From an optimization exercise on the open Yosys and OpenROAD flow, aimed at small area, a short achievable clock period and few clock cycles per item; shortcuts taken in it are not production practice. Function was checked by simulation only, so behaviour that the tests miss may differ from the original.

==> flow/design.v (excerpt) <==
module trans_chroma_pipe (
  input  logic        clk,
  input  logic        rst_n,
  input  logic        in_valid,
  output logic        in_ready,
  input  logic [7:0]  y_in,
  input  logic [15:0] c_in,
  output logic [7:0]  lut_y,
  output logic        lut_rd_en,
  input  logic [39:0] lut_mean,
  input  logic [39:0] lut_width,
  output logic        out_valid,
  input  logic        out_ready,
  output logic [39:0] out_data
);
  logic stall;
  logic [3:0] v_q;
  logic [15:0] c0_q;
  logic p0_q;
  logic [39:0] out_q;
  logic [19:0] dq0;
  logic [9:0] oneq0;
  logic [9:0] twoq0;
  logic [9:0] negq0;
  logic [19:0] raq0;
  logic [19:0] rbq0;
  logic [19:0] rcq0;
  logic lcq0;
  logic [19:0] dq1;
  logic [9:0] oneq1;
  logic [9:0] twoq1;
  logic [9:0] negq1;
  logic [19:0] raq1;
  logic [19:0] rbq1;
  logic [19:0] rcq1;
  logic lcq1;
  logic [19:0] me0;
  logic [19:0] we0;
  logic [19:0] d0;
  logic [9:0] one0;
  logic [9:0] two0;
  logic [9:0] neg0;
  logic [20:0] pp0_0;
  logic [20:0] pp0_1;
  logic [20:0] pp0_2;
  logic [20:0] pp0_3;
  logic [20:0] pp0_4;
  logic [20:0] pp0_5;
  logic [20:0] pp0_6;
  logic [20:0] pp0_7;
  logic [20:0] pp0_8;
  logic [20:0] pp0_9;
  logic s0_1;
  logic k0_2;
  logic s0_3;
  logic k0_4;
  logic s0_5;
  logic k0_6;
  logic s0_7;
  logic k0_8;
  logic s0_9;
  logic k0_10;
  logic s0_11;
  logic k0_12;
  logic s0_13;
  logic k0_14;
  logic s0_15;
  logic k0_16;
  logic s0_17;
  logic k0_18;
  logic s0_19;
  logic k0_20;
  logic s0_21;
  logic k0_22;
  logic s0_23;
  logic k0_24;
  logic s0_25;
  logic k0_26;
  logic s0_27;
  logic k0_28;
  logic s0_29;
  logic k0_30;
  logic s0_31;
  logic k0_32;
  logic s0_33;
  ...
Settings: LEC_CHECK=0, CAP_MARGIN=20, CORE_MARGIN=2, CORE_UTILIZATION=40, CTS_BUF_LIST=sky130_fd_sc_hd__clkbuf_16, CTS_CLUSTER_DIAMETER=150, CTS_CLUSTER_SIZE=24, SETUP_SLACK_MARGIN=3.65, SLEW_MARGIN=20, TNS_END_PERCENT=5; clock period 7.0 ns.
standard.sh (not shown) runs the stock make flow with config.mk's settings and CLKGATE_MAP_FILE= SYNTH_SCRIPT=/design/flow/synth_recipe.tcl, a recipe that flattens the netlist after the stock synthesis.
==> flow/flow/run.sh <==
#!/bin/bash
# The standard layout with two changes:
#  - synthesis skips the ABC pass of Yosys's generic "synth" fine stage, so the
#    full adders are extracted from the RTL's own XOR/majority structure
#    (registers are untouched; ORFS's own ABC mapping still runs afterwards);
#  - the port buffers buffer_ports inserts are plain buf_1 cells.
set -euo pipefail
bash standard.sh SYNTH_ARGS=-noabc BUFFER_PORTS_ARGS="-buffer_cell sky130_fd_sc_hd__buf_1" finish > standard.log 2>&1
Testbench counts at the start, summed over its fixed seeds: cycles 16,032, pixels 16,000.
Then changed:
Settings changed: CTS_BUF_LIST sky130_fd_sc_hd__clkbuf_16 to sky130_fd_sc_hd__clkbuf_8, CTS_CLUSTER_DIAMETER 150 to 100, CTS_CLUSTER_SIZE 24 to 14, TNS_END_PERCENT 5 to default.
The new run completed without violations.
Wire length rises slightly.
Register-to-register slack gains 0.02 ns.
Global-route usage is higher by 0.65 points.
Worst setup slack improves by 0.049 ns.
Die area does not change.
Then changed:
Settings changed: CTS_BUF_LIST sky130_fd_sc_hd__clkbuf_8 to sky130_fd_sc_hd__clkbuf_16, CTS_CLUSTER_DIAMETER 100 to 150, CTS_CLUSTER_SIZE 14 to 24, SETUP_SLACK_MARGIN 3.65 to 3.8.
The new run produced a clean layout.
Design area increases by 4.3%.
Setup slack improves by 0.032 ns.
First-iteration DRC count increases by 12%.
Routed wire length increases by 5.3%.
Then changed:
Settings changed: CTS_BUF_LIST sky130_fd_sc_hd__clkbuf_16 to sky130_fd_sc_hd__clkbuf_8, CTS_CLUSTER_DIAMETER 150 to default, CTS_CLUSTER_SIZE 24 to default, SETUP_SLACK_MARGIN 3.8 to 3.65.
=> Register-to-register slack loses 0.06 ns; final cell count came out lower by about 2%; setup slack loses 0.011 ns; clock skew came out higher by 0.016 ns; maximum frequency came out lower by 0.35%; area after synthesis does not change.

## port drivers added, routing unchanged
Ports are ideal in the flow. The routed layouts listed here were re-timed in OpenROAD. Step 1: set_driving_cell puts a clkbuf_16 on clk and a buf_2 on each other input, an assumption about the parent block. Step 2 moves the port delays by t, midway between the first and last clock arrival at a register: inputs arrive t later, outputs are due t later. That takes back most of the time a late clock gives input paths. Three values: no drivers, after step 1, after step 2; two values: the first two.
run | t (ns) | slack for setup (ns) | worst slew at a driven data input, ns
the first run | 0.577 | 3.673 / 3.651 / 3.530 | 0.06
the second run | 0.672 | 3.721 / 3.721 / 3.456 | 0.07
the third run | 0.580 | 3.753 / 3.717 / 3.277 | 0.07
the fourth run | 0.698 | 3.742 / 3.720 / 3.436 | 0.07
After both steps every run listed still meets setup and hold. The setup slack of the third run, which loses most, moves by -0.036 ns with the drivers and by -0.476 ns with both steps.
